This is an optimization exercise on Yosys and OpenROAD, whose aim is small area, a short achievable clock period and few clock cycles per item, not a production implementation. No functional check of the RTL was part of any run shown here. Power is estimated from default activity; no workload was simulated.

## flow/design.v (module list and top-level ports; edited modules follow where they fit)
// module csa_fa: 9 lines
// module csa_ha: 8 lines
// module binary_neuron: 998 lines
module binary_neuron (
    input  logic                    clk,
    input  logic                    reset,
    input  logic                    in_valid,
    output logic                    in_ready,
    input  logic [320:0]            in_req,
    output logic                    out_valid,
    input  logic                    out_ready,
    output logic [9:0]              out_sum
);
  // ...
==> flow/flow/run.sh <==
#!/bin/bash
# The standard layout (standard.sh: ORFS synthesis to final layout), with
# two changes:
#  - the input and output ports are buffered with the smallest buffer,
#    sky130_fd_sc_hd__buf_1, instead of the cell buffer_ports picks by default
#    (clkdlybuf4s50_1); later repair steps may still resize them;
#  - clock tree synthesis adds no dummy loads to the clock tree.
set -euo pipefail
export BUFFER_PORTS_ARGS="-buffer_cell sky130_fd_sc_hd__buf_1"
export CTS_ARGS="-sink_clustering_enable -repair_clock_nets -buf_list sky130_fd_sc_hd__clkbuf_8 -dont_use_dummy_load"
bash standard.sh > standard_flow.log 2>&1
==> flow/standard.sh <==
#!/bin/bash
# synth_recipe.tcl (not shown) runs the flow's synth.tcl, then flattens the netlist and writes it again
# the make line also repeats each setting of config.mk as NAME=value (left out here)
make -C /OpenROAD-flow-scripts/flow DESIGN_CONFIG=/design/flow/config.mk WORK_HOME=/design/flow/orfs CLKGATE_MAP_FILE= SYNTH_SCRIPT=/design/flow/synth_recipe.tcl "${@:-finish}"
==> flow/config.mk <==
export PLATFORM = sky130hd
export DESIGN_NAME = binary_neuron
export DESIGN_NICKNAME = binary_neuron
export VERILOG_FILES = /design/flow/design.v
export SDC_FILE = /design/flow/constraint.sdc
export NUM_CORES = 4
export LEC_CHECK = 0
export CAP_MARGIN = 20
export CORE_MARGIN = 2
export CORE_UTILIZATION = 40
export CTS_BUF_LIST = sky130_fd_sc_hd__clkbuf_8
export SLEW_MARGIN = 20
export SYNTH_HIERARCHICAL = 1
export SYNTH_MINIMUM_KEEP_SIZE = 0
==> flow/constraint.sdc <==
create_clock -name core_clock -period 6.0 [get_ports {clk}]
set_input_delay 1.2000 -clock core_clock [delete_from_list [all_inputs] [get_ports {clk}]]
set_output_delay 1.2000 -clock core_clock [all_outputs]
set_load 0.01 [all_outputs]
==> results.txt, run 1 <==
- The critical path goes through fa_1 -> fa_1 -> fa_1 -> fa_1.
- The run finished with no timing, DRC or antenna violations.
- In the final layout, the registers with the most flip-flops are q_data x40, out_sum x10, pending x5.
- The arrival time reported for the critical path endpoint is 2.94 ns.
- The register bit count reported by yosys is 273.
- In the synthesized netlist, the cells that appear most often are 243 x sky130_fd_sc_hd__fa_1, 223 x sky130_fd_sc_hd__dfxtp_1, 215 x sky130_fd_sc_hd__nor2_1.
- Of the total power, the share spent switching nets is 0.386.
- Of the total standard cell area in the layout, the multi-input combinational portion is 0.509.
- The final critical delay including setup and external delays is 2.53 ns.
- For this run, global-route usage on met3 was measured as 0.0286.
- The count of nets left with antenna violations once routing finished came out at 0.
- Along the worst path, the maximum fanout reaches 1.
- The launching point of the worst reg2reg path is r1_s187.
- The leakage power of the design is 6.49 nW.
- The count of multi-input combinational gates is between 800 and 900.
- The cell depth of the worst hold path is 0.
- Setup violations remaining at the end of the flow were counted as 0.
- By area, the class that comes first in the final layout consists of multi-input combinational cells.
- The total number of nets in the final design is 2168.
- The clock network power consumption is between 1 and 1.5 mW.
- The die boundary height is 198 um.
- Of all the cell area in the finished design, non-clock buffers hold 0.0719.
- In this run the worst setup path begins at r1_s187.
- The number of setup buffers added after CTS is 0.
- The count of fill cells added during filler insertion is around 3.5k.
- Buffers inserted to repair hold after CTS numbered 0.
- The via count of the first global-routing pass was between 10k and 15k.
- The via total after detailed routing is between 9k and 10k.
==> run 2, diff against run 1 <==
--- a/flow/design.v
+++ b/flow/design.v
@@ -215,18 +215,18 @@
     wire q3_61 = ~(in_req[76] ^ (~in_req[3] & (in_req[73] | in_req[74] | in_req[75])));
     wire p1_62 = in_req[70] ^ (~in_req[2] & in_req[69]);
     wire p2_62 = in_req[71] ^ (~in_req[2] & (in_req[69] | in_req[70]));
     wire q3_62 = ~(in_req[72] ^ (~in_req[2] & (in_req[69] | in_req[70] | in_req[71])));
     wire p1_63 = in_req[66] ^ (~in_req[1] & in_req[65]);
     wire p2_63 = in_req[67] ^ (~in_req[1] & (in_req[65] | in_req[66]));
     wire q3_63 = ~(in_req[68] ^ (~in_req[1] & (in_req[65] | in_req[66] | in_req[67])));
     logic r1_s39, r1_s41, r1_s43, r1_s45, r1_s47, r1_s49, r1_s51, r1_s53, r1_s55, r1_s65, r1_s67, r1_s69, r1_s71, r1_s73, r1_s75, r1_s77, r1_s79, r1_s81, r1_s83, r1_s85, r1_s87, r1_s89, r1_s91, r1_s93, r1_s95, r1_s97, r1_s99, r1_s101, r1_s103, r1_s105, r1_s107, r1_c44, r1_c46, r1_c48, r1_c50, r1_c52, r1_c54, r1_c56, r1_s109, r1_s111, r1_s113, r1_s115, r1_s117, r1_s119, r1_s121, r1_c110, r1_c112, r1_c114, r1_c116, r1_c118, r1_c120, r1_c122, r1_s161, r1_s163, r1_s165, r1_s167, r1_s169, r1_s171, r1_s173, r1_s175, r1_s177, r1_s179, r1_s181, r1_s183, r1_s185, r1_s187, r1_s189, r1_s191, r1_s193, r1_s195, r1_s197, r1_s199, r1_s201, r1_s203, r1_s205, r1_s207, r1_s209, r1_s211, r1_s213, r1_s215, r1_s217, r1_c200, r1_c202, r1_s273, r1_s275, r1_s277, r1_s279, r1_s281, r1_s283, r1_s285, r1_s287, r1_s289, r1_s291, r1_s293, r1_s295, r1_s297, r1_s299, r1_s301, r1_s303, r1_s305, r1_s307, r1_s309, r1_s311, r1_s313, r1_c204, r1_c206, r1_c208, r1_c210, r1_c212, r1_c214, r1_c216, r1_c218, r1_s315, r1_s317, r1_s319, r1_s321, r1_s323, r1_s325, r1_s327, r1_c274, r1_c276, r1_c278, r1_c280, r1_c282, r1_c284, r1_c286, r1_c288, r1_c290, r1_c292, r1_c294, r1_c296, r1_c298, r1_c300, r1_c302, r1_c304, r1_c306, r1_c308, r1_c310, r1_c312, r1_c314, r1_c316, r1_c318, r1_c320, r1_c322, r1_c324, r1_c326, r1_c328;
-    logic r2_s265, r2_s267, r2_s269, r2_c266, r2_s375, r2_s377, r2_s379, r2_s381, r2_c268, r2_c270, r2_s383, r2_s433, r2_c382, r2_s435, r2_c384, r2_s437, r2_s439, r2_s441, r2_s463, r2_c436, r2_c438, r2_s465, r2_c440, r2_s467, r2_c442, r2_s469, r2_s483, r2_c464, r2_c466, r2_c468, r2_s485, r2_c470, r2_c484, r2_c486, r2_s63, r2_s157, r2_s159;
-    logic r3_s477, r3_c452, r3_s479, r3_s491, r3_c480, r3_s493, r3_c492, r3_s499, r3_c494, r3_s63, r3_s157, r3_s271, r3_s391, r3_s451, r3_s503, r3_c504, r3_s159;
+    logic r2_s265, r2_s267, r2_s269, r2_s379, r2_s381, r2_c268, r2_c270, r2_s383, r2_s385, r2_s433, r2_s435, r2_c382, r2_c384, r2_s437, r2_c386, r2_s439, r2_s441, r2_c438, r2_c440, r2_s467, r2_c442, r2_s469, r2_s471, r2_c468, r2_s485, r2_c470, r2_c472, r2_s487, r2_c484, r2_c486, r2_c488, r2_s63, r2_s157, r2_s159;
+    logic r3_s477, r3_c452, r3_s479, r3_s491, r3_c480, r3_s493, r3_s63, r3_s157, r3_s271, r3_s391, r3_s451, r3_s501, r3_s503, r3_c504, r3_s159, r3_c502;
     wire s1 = ~(in_req[317] ^ in_req[313]);
     wire c2 = in_req[317] | in_req[313];
     wire s3, c4;
     csa_fa u_s3 (.a(in_req[309]), .b(in_req[305]), .c(in_req[301]), .s(s3), .co(c4));
     wire s5, c6;
     csa_fa u_s5 (.a(in_req[297]), .b(in_req[293]), .c(in_req[289]), .s(s5), .co(c6));
     wire s7, c8;
     csa_fa u_s7 (.a(in_req[285]), .b(in_req[281]), .c(in_req[277]), .s(s7), .co(c8));
@@ -570,55 +570,55 @@
     csa_fa u_s345 (.a(r1_c206), .b(r1_c208), .c(r1_c210), .s(s345), .co(c346));
     wire s347, c348;
     csa_fa u_s347 (.a(r1_c212), .b(r1_c214), .c(r1_c216), .s(s347), .co(c348));
     wire s349, c350;
     csa_fa u_s349 (.a(r1_c218), .b(r1_s315), .c(r1_s317), .s(s349), .co(c350));
     wire s351, c352;
     csa_fa u_s351 (.a(r1_s319), .b(r1_s321), .c(r1_s323), .s(s351), .co(c352));
     wire s353, c354;
-    csa_fa u_s353 (.a(r1_s325), .b(r1_s327), .c(c220), .s(s353), .co(c354));
+    csa_fa u_s353 (.a(r1_s325), .b(r1_s327), .c(s349), .s(s353), .co(c354));
     wire s355, c356;
-    csa_fa u_s355 (.a(c222), .b(c224), .c(c226), .s(s355), .co(c356));
+    csa_fa u_s355 (.a(s351), .b(c220), .c(c222), .s(s355), .co(c356));
     wire s357, c358;
-    csa_fa u_s357 (.a(c228), .b(c230), .c(c232), .s(s357), .co(c358));
+    csa_fa u_s357 (.a(c224), .b(c226), .c(c228), .s(s357), .co(c358));
     wire s359, c360;
-    csa_fa u_s359 (.a(c234), .b(c236), .c(c238), .s(s359), .co(c360));
+    csa_fa u_s359 (.a(c230), .b(c232), .c(c234), .s(s359), .co(c360));
     wire s361, c362;
-    csa_fa u_s361 (.a(c240), .b(c242), .c(s329), .s(s361), .co(c362));
+    csa_fa u_s361 (.a(c236), .b(c238), .c(c240), .s(s361), .co(c362));
     wire s363, c364;
-    csa_fa u_s363 (.a(s331), .b(s333), .c(s335), .s(s363), .co(c364));
+    csa_fa u_s363 (.a(c242), .b(s329), .c(s331), .s(s363), .co(c364));
     wire s365, c366;
-    csa_fa u_s365 (.a(s337), .b(s339), .c(s341), .s(s365), .co(c366));
+    csa_fa u_s365 (.a(s333), .b(s335), .c(s337), .s(s365), .co(c366));
     wire s367, c368;
-    csa_fa u_s367 (.a(s343), .b(s345), .c(s347), .s(s367), .co(c368));
+    csa_fa u_s367 (.a(s339), .b(s341), .c(s343), .s(s367), .co(c368));
     wire s369, c370;
-    csa_fa u_s369 (.a(s349), .b(s351), .c(c244), .s(s369), .co(c370));
+    csa_fa u_s369 (.a(s345), .b(s347), .c(s353), .s(s369), .co(c370));
     wire s371, c372;
-    csa_fa u_s371 (.a(c246), .b(c248), .c(c250), .s(s371), .co(c372));
+    csa_fa u_s371 (.a(c244), .b(c246), .c(c248), .s(s371), .co(c372));
     wire s373, c374;
-    csa_fa u_s373 (.a(s353), .b(s355), .c(s357), .s(s373), .co(c374));
+    csa_fa u_s373 (.a(c250), .b(s355), .c(s357), .s(s373), .co(c374));
     wire s375, c376;
-    csa_fa u_s375 (.a(s359), .b(c252), .c(c254), .s(s375), .co(c376));
+    csa_fa u_s375 (.a(s359), .b(s361), .c(c252), .s(s375), .co(c376));
     wire s377, c378;
-    csa_fa u_s377 (.a(c256), .b(c258), .c(s361), .s(s377), .co(c378));
+    csa_fa u_s377 (.a(c254), .b(c256), .c(c258), .s(s377), .co(c378));
     wire s379, c380;
     csa_fa u_s379 (.a(s363), .b(s365), .c(s367), .s(s379), .co(c380));
     wire s381, c382;
-    csa_fa u_s381 (.a(c260), .b(s369), .c(s371), .s(s381), .co(c382));
+    csa_fa u_s381 (.a(s369), .b(c260), .c(s371), .s(s381), .co(c382));
     wire s383, c384;
     csa_fa u_s383 (.a(c262), .b(c264), .c(s373), .s(s383), .co(c384));
     wire s385, c386;
-    csa_fa u_s385 (.a(r2_c266), .b(r2_s375), .c(r2_s377), .s(s385), .co(c386));
+    csa_fa u_s385 (.a(c266), .b(s375), .c(s377), .s(s385), .co(c386));
     wire s387, c388;
     csa_fa u_s387 (.a(r2_s379), .b(r2_s381), .c(r2_c268), .s(s387), .co(c388));
     wire s389, c390;
-    csa_fa u_s389 (.a(r2_c270), .b(r2_s383), .c(c272), .s(s389), .co(c390));
+    csa_fa u_s389 (.a(r2_c270), .b(r2_s383), .c(r2_s385), .s(s389), .co(c390));
     wire s391, c392;
-    csa_fa u_s391 (.a(s385), .b(s387), .c(s389), .s(s391), .co(c392));
+    csa_fa u_s391 (.a(c272), .b(s387), .c(s389), .s(s391), .co(c392));
     wire s393 = ~(r1_c274 ^ r1_c276);
     wire c394 = r1_c274 | r1_c276;
     wire s395, c396;
     csa_fa u_s395 (.a(r1_c278), .b(r1_c280), .c(r1_c282), .s(s395), .co(c396));
     wire s397, c398;
     csa_fa u_s397 (.a(r1_c284), .b(r1_c286), .c(r1_c288), .s(s397), .co(c398));
     wire s399, c400;
     csa_fa u_s399 (.a(r1_c290), .b(r1_c292), .c(r1_c294), .s(s399), .co(c400));
@@ -628,53 +628,53 @@
     csa_fa u_s403 (.a(r1_c302), .b(r1_c304), .c(r1_c306), .s(s403), .co(c404));
     wire s405, c406;
     csa_fa u_s405 (.a(r1_c308), .b(r1_c310), .c(r1_c312), .s(s405), .co(c406));
     wire s407, c408;
     csa_fa u_s407 (.a(r1_c314), .b(r1_c316), .c(r1_c318), .s(s407), .co(c408));
     wire s409, c410;
     csa_fa u_s409 (.a(r1_c320), .b(r1_c322), .c(r1_c324), .s(s409), .co(c410));
     wire s411, c412;
-    csa_fa u_s411 (.a(r1_c326), .b(r1_c328), .c(c330), .s(s411), .co(c412));
+    csa_fa u_s411 (.a(r1_c326), .b(r1_c328), .c(c350), .s(s411), .co(c412));
     wire s413, c414;
-    csa_fa u_s413 (.a(c332), .b(c334), .c(c336), .s(s413), .co(c414));
+    csa_fa u_s413 (.a(c352), .b(c330), .c(c332), .s(s413), .co(c414));
     wire s415, c416;
-    csa_fa u_s415 (.a(c338), .b(c340), .c(c342), .s(s415), .co(c416));
+    csa_fa u_s415 (.a(c334), .b(c336), .c(c338), .s(s415), .co(c416));
     wire s417, c418;
-    csa_fa u_s417 (.a(c344), .b(c346), .c(c348), .s(s417), .co(c418));
+    csa_fa u_s417 (.a(c340), .b(c342), .c(c344), .s(s417), .co(c418));
     wire s419, c420;
-    csa_fa u_s419 (.a(c350), .b(c352), .c(s393), .s(s419), .co(c420));
+    csa_fa u_s419 (.a(c346), .b(c348), .c(c354), .s(s419), .co(c420));
     wire s421, c422;
-    csa_fa u_s421 (.a(s395), .b(s397), .c(s399), .s(s421), .co(c422));
+    csa_fa u_s421 (.a(s393), .b(s395), .c(s397), .s(s421), .co(c422));
     wire s423, c424;
-    csa_fa u_s423 (.a(s401), .b(s403), .c(s405), .s(s423), .co(c424));
+    csa_fa u_s423 (.a(s399), .b(s401), .c(s403), .s(s423), .co(c424));
     wire s425, c426;
-    csa_fa u_s425 (.a(s407), .b(s409), .c(c354), .s(s425), .co(c426));
+    csa_fa u_s425 (.a(s405), .b(s407), .c(s409), .s(s425), .co(c426));
     wire s427, c428;
-    csa_fa u_s427 (.a(c356), .b(c358), .c(c360), .s(s427), .co(c428));
+    csa_fa u_s427 (.a(s411), .b(c356), .c(c358), .s(s427), .co(c428));
     wire s429, c430;
-    csa_fa u_s429 (.a(s411), .b(s413), .c(s415), .s(s429), .co(c430));
+    csa_fa u_s429 (.a(c360), .b(c362), .c(s413), .s(s429), .co(c430));
     wire s431, c432;
-    csa_fa u_s431 (.a(s417), .b(c362), .c(c364), .s(s431), .co(c432));
+    csa_fa u_s431 (.a(s415), .b(s417), .c(c364), .s(s431), .co(c432));
     wire s433, c434;
-    csa_fa u_s433 (.a(c366), .b(c368), .c(s419), .s(s433), .co(c434));
+    csa_fa u_s433 (.a(c366), .b(c368), .c(c370), .s(s433), .co(c434));
     wire s435, c436;
-    csa_fa u_s435 (.a(s421), .b(s423), .c(c370), .s(s435), .co(c436));
+    csa_fa u_s435 (.a(s419), .b(s421), .c(s423), .s(s435), .co(c436));
     wire s437, c438;
-    csa_fa u_s437 (.a(c372), .b(c374), .c(s425), .s(s437), .co(c438));
+    csa_fa u_s437 (.a(s425), .b(c372), .c(c374), .s(s437), .co(c438));
     wire s439, c440;
-    csa_fa u_s439 (.a(s427), .b(c376), .c(s429), .s(s439), .co(c440));
+    csa_fa u_s439 (.a(s427), .b(c376), .c(c378), .s(s439), .co(c440));
     wire s441, c442;
-    csa_fa u_s441 (.a(c378), .b(c380), .c(s431), .s(s441), .co(c442));
+    csa_fa u_s441 (.a(s429), .b(c380), .c(s431), .s(s441), .co(c442));
     wire s443, c444;
-    csa_fa u_s443 (.a(r2_s433), .b(r2_c382), .c(r2_s435), .s(s443), .co(c444));
+    csa_fa u_s443 (.a(r2_s433), .b(r2_s435), .c(r2_c382), .s(s443), .co(c444));
     wire s445, c446;
-    csa_fa u_s445 (.a(r2_c384), .b(r2_s437), .c(r2_s439), .s(s445), .co(c446));
+    csa_fa u_s445 (.a(r2_c384), .b(r2_s437), .c(r2_c386), .s(s445), .co(c446));
     wire s447, c448;
-    csa_fa u_s447 (.a(r2_s441), .b(c386), .c(c388), .s(s447), .co(c448));
+    csa_fa u_s447 (.a(r2_s439), .b(r2_s441), .c(c388), .s(s447), .co(c448));
     wire s449, c450;
     csa_fa u_s449 (.a(c390), .b(s443), .c(s445), .s(s449), .co(c450));
     wire s451, c452;
     csa_fa u_s451 (.a(c392), .b(s447), .c(s449), .s(s451), .co(c452));
     wire s453 = ~(c394 ^ c396);
     wire c454 = c394 | c396;
     wire s455, c456;
     csa_fa u_s455 (.a(c398), .b(c400), .c(c402), .s(s455), .co(c456));
@@ -688,51 +688,51 @@
     csa_fa u_s463 (.a(s455), .b(s457), .c(c420), .s(s463), .co(c464));
     wire s465, c466;
     csa_fa u_s465 (.a(c422), .b(c424), .c(c426), .s(s465), .co(c466));
     wire s467, c468;
     csa_fa u_s467 (.a(c428), .b(c430), .c(s459), .s(s467), .co(c468));
     wire s469, c470;
     csa_fa u_s469 (.a(c432), .b(s461), .c(c434), .s(s469), .co(c470));
     wire s471, c472;
-    csa_fa u_s471 (.a(r2_s463), .b(r2_c436), .c(r2_c438), .s(s471), .co(c472));
+    csa_fa u_s471 (.a(c436), .b(s463), .c(s465), .s(s471), .co(c472));
     wire s473, c474;
-    csa_fa u_s473 (.a(r2_s465), .b(r2_c440), .c(r2_s467), .s(s473), .co(c474));
+    csa_fa u_s473 (.a(r2_c438), .b(r2_c440), .c(r2_s467), .s(s473), .co(c474));
     wire s475, c476;
-    csa_fa u_s475 (.a(r2_c442), .b(r2_s469), .c(c444), .s(s475), .co(c476));
+    csa_fa u_s475 (.a(r2_c442), .b(r2_s469), .c(r2_s471), .s(s475), .co(c476));
     wire s477, c478;
-    csa_fa u_s477 (.a(c446), .b(s471), .c(s473), .s(s477), .co(c478));
+    csa_fa u_s477 (.a(c444), .b(c446), .c(s473), .s(s477), .co(c478));
     wire s479, c480;
-    csa_fa u_s479 (.a(c448), .b(c450), .c(s475), .s(s479), .co(c480));
+    csa_fa u_s479 (.a(s475), .b(c448), .c(c450), .s(s479), .co(c480));
     wire s481, c482;
     csa_fa u_s481 (.a(r3_s477), .b(r3_c452), .c(r3_s479), .s(s481), .co(c482));
     wire s483 = ~(c454 ^ c456);
     wire c484 = c454 | c456;
     wire s485, c486;
     csa_fa u_s485 (.a(c458), .b(c460), .c(c462), .s(s485), .co(c486));
     wire s487, c488;
-    csa_fa u_s487 (.a(r2_s483), .b(r2_c464), .c(r2_c466), .s(s487), .co(c488));
+    csa_fa u_s487 (.a(s483), .b(c464), .c(c466), .s(s487), .co(c488));
     wire s489, c490;
     csa_fa u_s489 (.a(r2_c468), .b(r2_s485), .c(r2_c470), .s(s489), .co(c490));
     wire s491, c492;
-    csa_fa u_s491 (.a(c472), .b(c474), .c(s487), .s(s491), .co(c492));
+    csa_fa u_s491 (.a(r2_c472), .b(r2_s487), .c(c474), .s(s491), .co(c492));
     wire s493, c494;
-    csa_fa u_s493 (.a(s489), .b(c476), .c(c478), .s(s493), .co(c494));
+    csa_fa u_s493 (.a(c476), .b(s489), .c(c478), .s(s493), .co(c494));
     wire s495, c496;
     csa_fa u_s495 (.a(r3_s491), .b(r3_c480), .c(r3_s493), .s(s495), .co(c496));
     wire s497 = ~(r2_c484 ^ r2_c486);
     wire c498 = r2_c484 | r2_c486;
     wire s499, c500;
-    csa_fa u_s499 (.a(c488), .b(c490), .c(s497), .s(s499), .co(c500));
+    csa_fa u_s499 (.a(r2_c488), .b(c490), .c(s497), .s(s499), .co(c500));
     wire s501, c502;
-    csa_fa u_s501 (.a(r3_c492), .b(r3_s499), .c(r3_c494), .s(s501), .co(c502));
+    csa_fa u_s501 (.a(c492), .b(s499), .c(c494), .s(s501), .co(c502));
     wire s503 = ~(c498 ^ c500);
     wire c504 = c498 | c500;
-    wire [9:0] row_a = {r3_c504, r3_s503, c496, c482, s481, r3_s451, r3_s391, r3_s271, r3_s157, r3_s63};
-    wire [9:0] row_b = {1'b0, c502, s501, s495, 1'b0, 1'b0, 1'b0, 1'b0, r3_s159, 1'b0};
+    wire [9:0] row_a = {r3_c504, r3_s503, r3_s501, c482, s481, r3_s451, r3_s391, r3_s271, r3_s157, r3_s63};
+    wire [9:0] row_b = {1'b0, r3_c502, c496, s495, 1'b0, 1'b0, 1'b0, 1'b0, r3_s159, 1'b0};
     wire [9:0] total = row_a + row_b;
     logic         accept, pop;
     logic [4:0] pending, pending_next;
     assign accept = in_valid && in_ready;
     assign pop    = out_valid && out_ready;
     always_comb begin
         case ({accept, pop})
             2'b10:   pending_next = {pending[3:0], 1'b1};
@@ -905,95 +905,95 @@
         r1_c324 <= c324;
         r1_c326 <= c326;
         r1_c328 <= c328;
     end
     always_ff @(posedge clk) begin
         r2_s265 <= s265;
         r2_s267 <= s267;
         r2_s269 <= s269;
-        r2_c266 <= c266;
-        r2_s375 <= s375;
-        r2_s377 <= s377;
         r2_s379 <= s379;
         r2_s381 <= s381;
         r2_c268 <= c268;
         r2_c270 <= c270;
         r2_s383 <= s383;
+        r2_s385 <= s385;
         r2_s433 <= s433;
-        r2_c382 <= c382;
         r2_s435 <= s435;
+        r2_c382 <= c382;
         r2_c384 <= c384;
         r2_s437 <= s437;
+        r2_c386 <= c386;
         r2_s439 <= s439;
         r2_s441 <= s441;
-        r2_s463 <= s463;
-        r2_c436 <= c436;
         r2_c438 <= c438;
-        r2_s465 <= s465;
         r2_c440 <= c440;
         r2_s467 <= s467;
         r2_c442 <= c442;
         r2_s469 <= s469;
-        r2_s483 <= s483;
-        r2_c464 <= c464;
-        r2_c466 <= c466;
+        r2_s471 <= s471;
         r2_c468 <= c468;
         r2_s485 <= s485;
         r2_c470 <= c470;
+        r2_c472 <= c472;
+        r2_s487 <= s487;
         r2_c484 <= c484;
         r2_c486 <= c486;
+        r2_c488 <= c488;
         r2_s63 <= s63;
         r2_s157 <= s157;
         r2_s159 <= s159;
     end
     always_ff @(posedge clk) begin
         r3_s477 <= s477;
         r3_c452 <= c452;
         r3_s479 <= s479;
         r3_s491 <= s491;
         r3_c480 <= c480;
         r3_s493 <= s493;
-        r3_c492 <= c492;
-        r3_s499 <= s499;
-        r3_c494 <= c494;
         r3_s63 <= r2_s63;
         r3_s157 <= r2_s157;
         r3_s271 <= s271;
         r3_s391 <= s391;
         r3_s451 <= s451;
+        r3_s501 <= s501;
         r3_s503 <= s503;
         r3_c504 <= c504;
         r3_s159 <= r2_s159;
+        r3_c502 <= c502;
     end
     logic [9:0]      q_data [0:3];
     logic [3:0]    q_wr, q_rd, q_occ;
     logic [9:0]      q_head;
     logic            q_empty;
     logic            result;        
     logic            head_load;     
     logic            q_push, q_pull;
     assign result    = stage_valid[3];
     assign q_empty   = !q_occ[0];
     assign head_load = !out_valid || out_ready;
     assign q_pull    = head_load && !q_empty;
     assign q_push    = result && !(head_load && q_empty);
+    logic [3:0]    q_occ_next;
+    logic            q_empty_sel;   
+    logic [3:0]    occ_if_load, occ_if_hold;
+    assign occ_if_hold = result ? {q_occ[2:0], 1'b1} : q_occ;
+    assign occ_if_load = (result || q_empty) ? q_occ : {1'b0, q_occ[3:1]};
+    assign q_occ_next  = head_load ? occ_if_load : occ_if_hold;
     always_ff @(posedge clk) begin
         if (reset) begin
-            q_wr  <= 4'd1;
-            q_rd  <= 4'd1;
-            q_occ <= '0;
+            q_wr        <= 4'd1;
+            q_rd        <= 4'd1;
+            q_occ       <= '0;
+            q_empty_sel <= 1'b1;
         end else begin
             if (q_push) q_wr <= {q_wr[2:0], q_wr[3]};
             if (q_pull) q_rd <= {q_rd[2:0], q_rd[3]};
-            case ({q_push, q_pull})
-                2'b10:   q_occ <= {q_occ[2:0], 1'b1};
-                2'b01:   q_occ <= {1'b0, q_occ[3:1]};
-                default: ;
-            endcase
+            q_occ       <= q_occ_next;
+            q_empty_sel <= !q_occ_next[0];
         end
     end
     always_ff @(posedge clk) begin
         for (int i = 0; i < 4; i++) begin
             if (q_push && q_wr[i]) q_data[i] <= total;
         end
     end
     always_comb begin
@@ -1006,12 +1006,12 @@
         if (reset) begin
             out_valid <= 1'b0;
         end else if (head_load) begin
             out_valid <= !q_empty || result;
         end
     end
     always_ff @(posedge clk) begin
         if (head_load) begin
-            out_sum <= q_empty ? total : q_head;
+            out_sum <= q_empty_sel ? total : q_head;
         end
     end
 endmodule
==> flow/flow/run.sh (replaced) <==
#!/bin/bash
# The standard layout (standard.sh: ORFS synthesis to final layout), with
# two changes:
#  - the input and output ports are buffered with the smallest buffer,
#    sky130_fd_sc_hd__buf_1, instead of the cell buffer_ports picks by default
#    (clkdlybuf4s50_1); later repair steps may still resize them;
#  - clock tree synthesis adds no dummy loads to the clock tree, and groups
#    the flip-flops into clusters of up to 15 within 75 um for its leaf
#    buffers (instead of searching for a clustering itself).
set -euo pipefail
export BUFFER_PORTS_ARGS="-buffer_cell sky130_fd_sc_hd__buf_1"
export CTS_ARGS="-sink_clustering_enable -repair_clock_nets -buf_list sky130_fd_sc_hd__clkbuf_8 -dont_use_dummy_load -sink_clustering_size 15 -sink_clustering_max_diameter 75"
bash standard.sh > standard_flow.log 2>&1
==> run 2 against run 1 <==
Effect of this change: clock power shrank 32%; clock-buffer cell count fell by 22; still clean; non-clock buffer count unchanged.
==> results.txt, run 2 <==
- The maximum number of pins on one net before global-route repair is 23.
- The placer congestion estimate is 0.880.
- The library cells used most frequently in the layout, excluding fill and tap cells, are 336 x sky130_fd_sc_hd__buf_1, 243 x sky130_fd_sc_hd__fa_1, 221 x sky130_fd_sc_hd__nor2_1, 220 x sky130_fd_sc_hd__dfxtp_1, 130 x sky130_fd_sc_hd__xnor2_1.
- Summing every instance area after synthesis gives between 0.015 and 0.02 mm2.
- Leaving out filler cells and counting taps, the final layout contains 2077.
- Of the total synthesized cell area, the portion taken by AND, OR, NAND and NOR gates is 0.118.
- Of the post-synthesis cell area, the part taken by muxes is 0.00340.
- The HPWL after detailed placement is 31.6 mm.
- Setup repair after global routing left no endpoint under its margin.
- The setup skew after layout is roughly 0.043 ns.
- The count of buffers added by post-CTS timing repair for setup is 0 (unchanged).
- Clock-pin slew was measured on the worst setup and hold paths at 0.09 ns.
- The detailed-route wire length per cell is 17.3 um.
- The hold violation total from the final report is 0.
- Across the VDD grid, the largest voltage drop is 0.000351 V.
- The number of antenna violations at the first check in global routing is 1.
- For the worst setup path, the data required time is about 6.5 ns.
- Across every metal layer, demand over resource in global routing totals 0.188.
- The synthesized instance count is 1220.
- The global routing met3 resource utilization is 0.0215 (-0.00715).
- The via count of the first global-routing pass was 9904 (-4.3%).
- The maximum clock path buffer count is 3.
- The combined area of the multi-input logic cells is approximately 0.0090 mm2.
- The die outline area is 0.0393 mm2.
- The core region is between 0.03 and 0.04 mm2.
- Adding up every negative setup slack in the final design gives 0 ns.
- The starting density of the core is 0.403.
- By count the netlist is led by 243 x sky130_fd_sc_hd__fa_1, 221 x sky130_fd_sc_hd__nor2_1, 220 x sky130_fd_sc_hd__dfxtp_1.
- The die boundary height came to 198 um (about the same).
- Input and output buffers added on the ports amount to roughly 340.
- The peak fanout along the critical path was 1 (unchanged).
- The number of placement rows is 71.
- The flow ran to the end and the layout has no timing, DRC or antenna violations.
- The clock network latency to the later pin of the worst-skew pair is about 0.54 ns.
- The count of nets left with antenna violations after detail routing is 0 (unchanged).
- The share of synthesized area in the top cell type comes to 0.322.
- For this design the top-level I/O count stands at ~340.
- The flip-flop count of the largest register, all copies and words added is 40.
- The largest registers in the layout are q_data x40, out_sum x10, pending x5.
- The final critical delay including setup and external delays is 2.89 ns (+0.364 ns).
- The number of buffers created by CTS is 22.
- The total length of routed wires is 35.9 mm.
- The leakage power of the design is 6.27 nW (-3.4%).
- The post-route DRC violation count is 0.
- The maximum achievable frequency is 346 MHz.
- The layout overhead on the synthesized area is 14.2%.
- In the routed layout, each cell is associated on average with a via count of 4.55.
- The total nets after synthesis is 1804.
- STA classifies the critical path startpoint as a flop.
- The max-slew violation count is 0.
- The via total after detailed routing is 9455 (-0.20%).
- In the global route stage, met2 resource usage came out at 0.345.
- The count of fill cells added during filler insertion was 3510 (+0.89%).
- The total iterations of the first detailed-routing run is 4.
- The tightest min-delay check is of the flop to flop type.
- The detailed router finished its first iteration with 284 violations.
- The pre-CTS worst setup slack is 3.07 ns.
- In this run, distinct cell masters in the synthesized netlist total 38.
- The sum of overflow across all layers after global routing is 0.
- The fraction of registers with async set or reset after synthesis is 0.
- For this run, the register share of the synthesized area comes to 0.391.
- The total number of nets in the final design is 2152 (-0.74%).
- The xor-xnor portion of the synthesized cell area is 0.115.
- In this run the most used layer during global routing was met2.
- In this run the horizontal extent of the chip is around 200 um.
- The total clock sinks is 270.
- The number of synthesized flops with an enable pin is 50.
- The remaining max-slew budget at the tightest pin is 0.411.
- The arrival time reported for the critical path endpoint came to 3.37 ns (+0.43 ns).
- The power density over the cells is 483 mW/mm2.
- Including well taps, the total number of placed cells is 2055.
- The category of the worst setup path capture point is a flop.
- A synthesized cell averages 12.4 um2.
- Of the cells placed in the final design, the portion with a size suffix greater than 1 is 0.0198.
- The largest family of logic cells by synthesized area is adder cells.
- Once the clock tree was built, the resizer swapped 0 gates to a different size.
- The first global-routing pass estimated 55.1 mm of wire.
- The antenna diode count is 0.
- The most numerous cell in the Yosys netlist is sky130_fd_sc_hd__fa_1.
- Setup slack closes at ~3.1 ns.
- The worst setup path is of the flop to flop kind.
- By area the synthesized netlist is led by sky130_fd_sc_hd__fa_1 32%, sky130_fd_sc_hd__dfxtp_1 29%, sky130_fd_sc_hd__edfxtp_1 9.9%.
- The most common flop cell mapped by yosys is sky130_fd_sc_hd__dfxtp_1.
- The hold buffer count at cts is 0 (unchanged).
- Leaving out fill and tap cells, the most frequent cell in the layout is sky130_fd_sc_hd__buf_1.
- More flip-flops sit in one register than any other, and that register is q_data.
- The register bit count reported by yosys is 270 (-1.1%).
- The utilization after layout is 0.461.
- The cell at the root of the clock tree is sky130_fd_sc_hd__clkbuf_8.
- Of the available clock period, the critical path in the final layout requires 0.482.
- During synthesis, Yosys emitted a total of 8 warnings.
- The total of endpoints with negative setup slack in the final report is 0 (unchanged).
- The compound-gate portion of the synthesized area was 0.0236.
- CTS built an H-tree with a depth of 1.
- The clock tree from TritonCTS is built.
- The adder and majority cell fraction of the synthesized area is 0.336.
- Registers take 0.00591 mm2.
- In the global route stage, met1 resource usage came out at 0.237.
- The most area-hungry cell type in the Yosys netlist is sky130_fd_sc_hd__fa_1.
- For the pin with the worst max-slew slack, the measured transition is 0.883 ns.
- The number of max-cap violations is 0.
==> run 2: changes by cell type after synthesis, sizes merged, moves of 3 or more <==
cell	delta
o21a	+4
a21oi	-5
inv	-4
and3	-3
nand3	+4
a21o	-3
buf	+4
and2	+3
nor2	+6
dfxtp	-3
==> run 2: per-module statistics from Yosys, one instance, submodules excluded <==
module / flip-flops and latches / times used
binary_neuron: 270 / 1
csa_fa: 0 / 243
==> run 2: path summary, 6_finish.rpt <==
kind	start	depth (start not counted)	slack [ns]	end
max	r1_s317	5	3.11	r2_s471
max reg2reg	r1_s317	5	3.11	r2_s471
min	r2_s157	0	0.33	r3_s157
min reg2reg	r2_s157	0	0.33	r3_s157
==> run 2: power by group <==
| part | total [mW] | internal, mW | leakage, nW | switching [mW] |
|---|---|---|---|---|
| combinational | 4.47 | 2.04 | 3.80 | 2.43 |
| sequential | 2.98 | 2.67 | 2.31 | 0.309 |
| clock | 0.872 | 0.329 | 0.158 | 0.543 |
==> run 2: area by class of cell <==
cell class	instances	share of cell area
well taps	511	0.0371
clock buffers	22	0.0176
repair buffers	336	0.0732
flip-flops and latches	270	0.343
inverters	32	0.00697
multi-input cells	906	0.522
==> run 2: metrics by stage <==
| stage | hold slack [ns] | total power, mW | instance area [um2] |
|---|---|---|---|
| 5_1_grt | 0.342 | 9.16 | 17200 |
| 6_report | 0.335 | 8.32 | 17200 |
| 4_1_cts | 0.336 | 8.49 | 17200 |
| 3_3_place_gp | 0.313 | 7.49 | 16900 |
| 2_1_floorplan | 0.310 | 5.84 | 15100 |
| 3_5_place_dp | 0.314 | 7.61 | 16900 |
==> run 2: cell families after synthesis <==
group                      after synthesis
and+or+nand+nor                        391
xor gates and xnor gates               199
AOI/OAI and AO/OA                       52
buffers and inverters                   44
DFF                                    270
muxes                                    5
adders and majority gates              259
==> run 2: routing by layer <==
layer / wire length, um / up-vias
met5: 8 / -
met4: 806 / 2
met3: 1400 / 41
met2: 19100 / 228
met1: 14600 / 4608
li1: - / 4576
==> run 2: critical path, stage by stage (launching register included) <==
cell	delay, ns
sky130_fd_sc_hd__dfxtp_1	0.42
sky130_fd_sc_hd__fa_1	0.50
sky130_fd_sc_hd__fa_1	0.45
sky130_fd_sc_hd__fa_1	0.48
sky130_fd_sc_hd__fa_1	0.46
sky130_fd_sc_hd__fa_1	0.54

-- static timing again, ports no longer ideal --
The results above use ideal ports. As a check the final layouts listed here were re-extracted and re-timed, cells and wires unchanged. Step 1 assumes that a clkbuf_16 drives the clock port and a buf_2 every other input. Step 2 also shifts input and output timing later by t, the mid clock arrival at the registers, as if the neighbouring blocks saw the same clock. Three values: ideal, step 1, step 2; two values: the first two.
run | shift t [ns] | setup WS [ns] | latest minus earliest clock arrival (ns) | worst register clock-pin slew, ns
run 1 | 0.558 | 3.475 / 3.475 / 3.176 | 0.077 / 0.077 | 0.07 / 0.07
run 2 | 0.566 | 3.111 / 3.111 / 3.111 | 0.047 / 0.046 | 0.10 / 0.10
After both steps setup and hold are still met in every run listed. For run 1, which loses most, drivers alone change the setup slack by 0.000 ns; drivers and shift together by -0.299 ns.
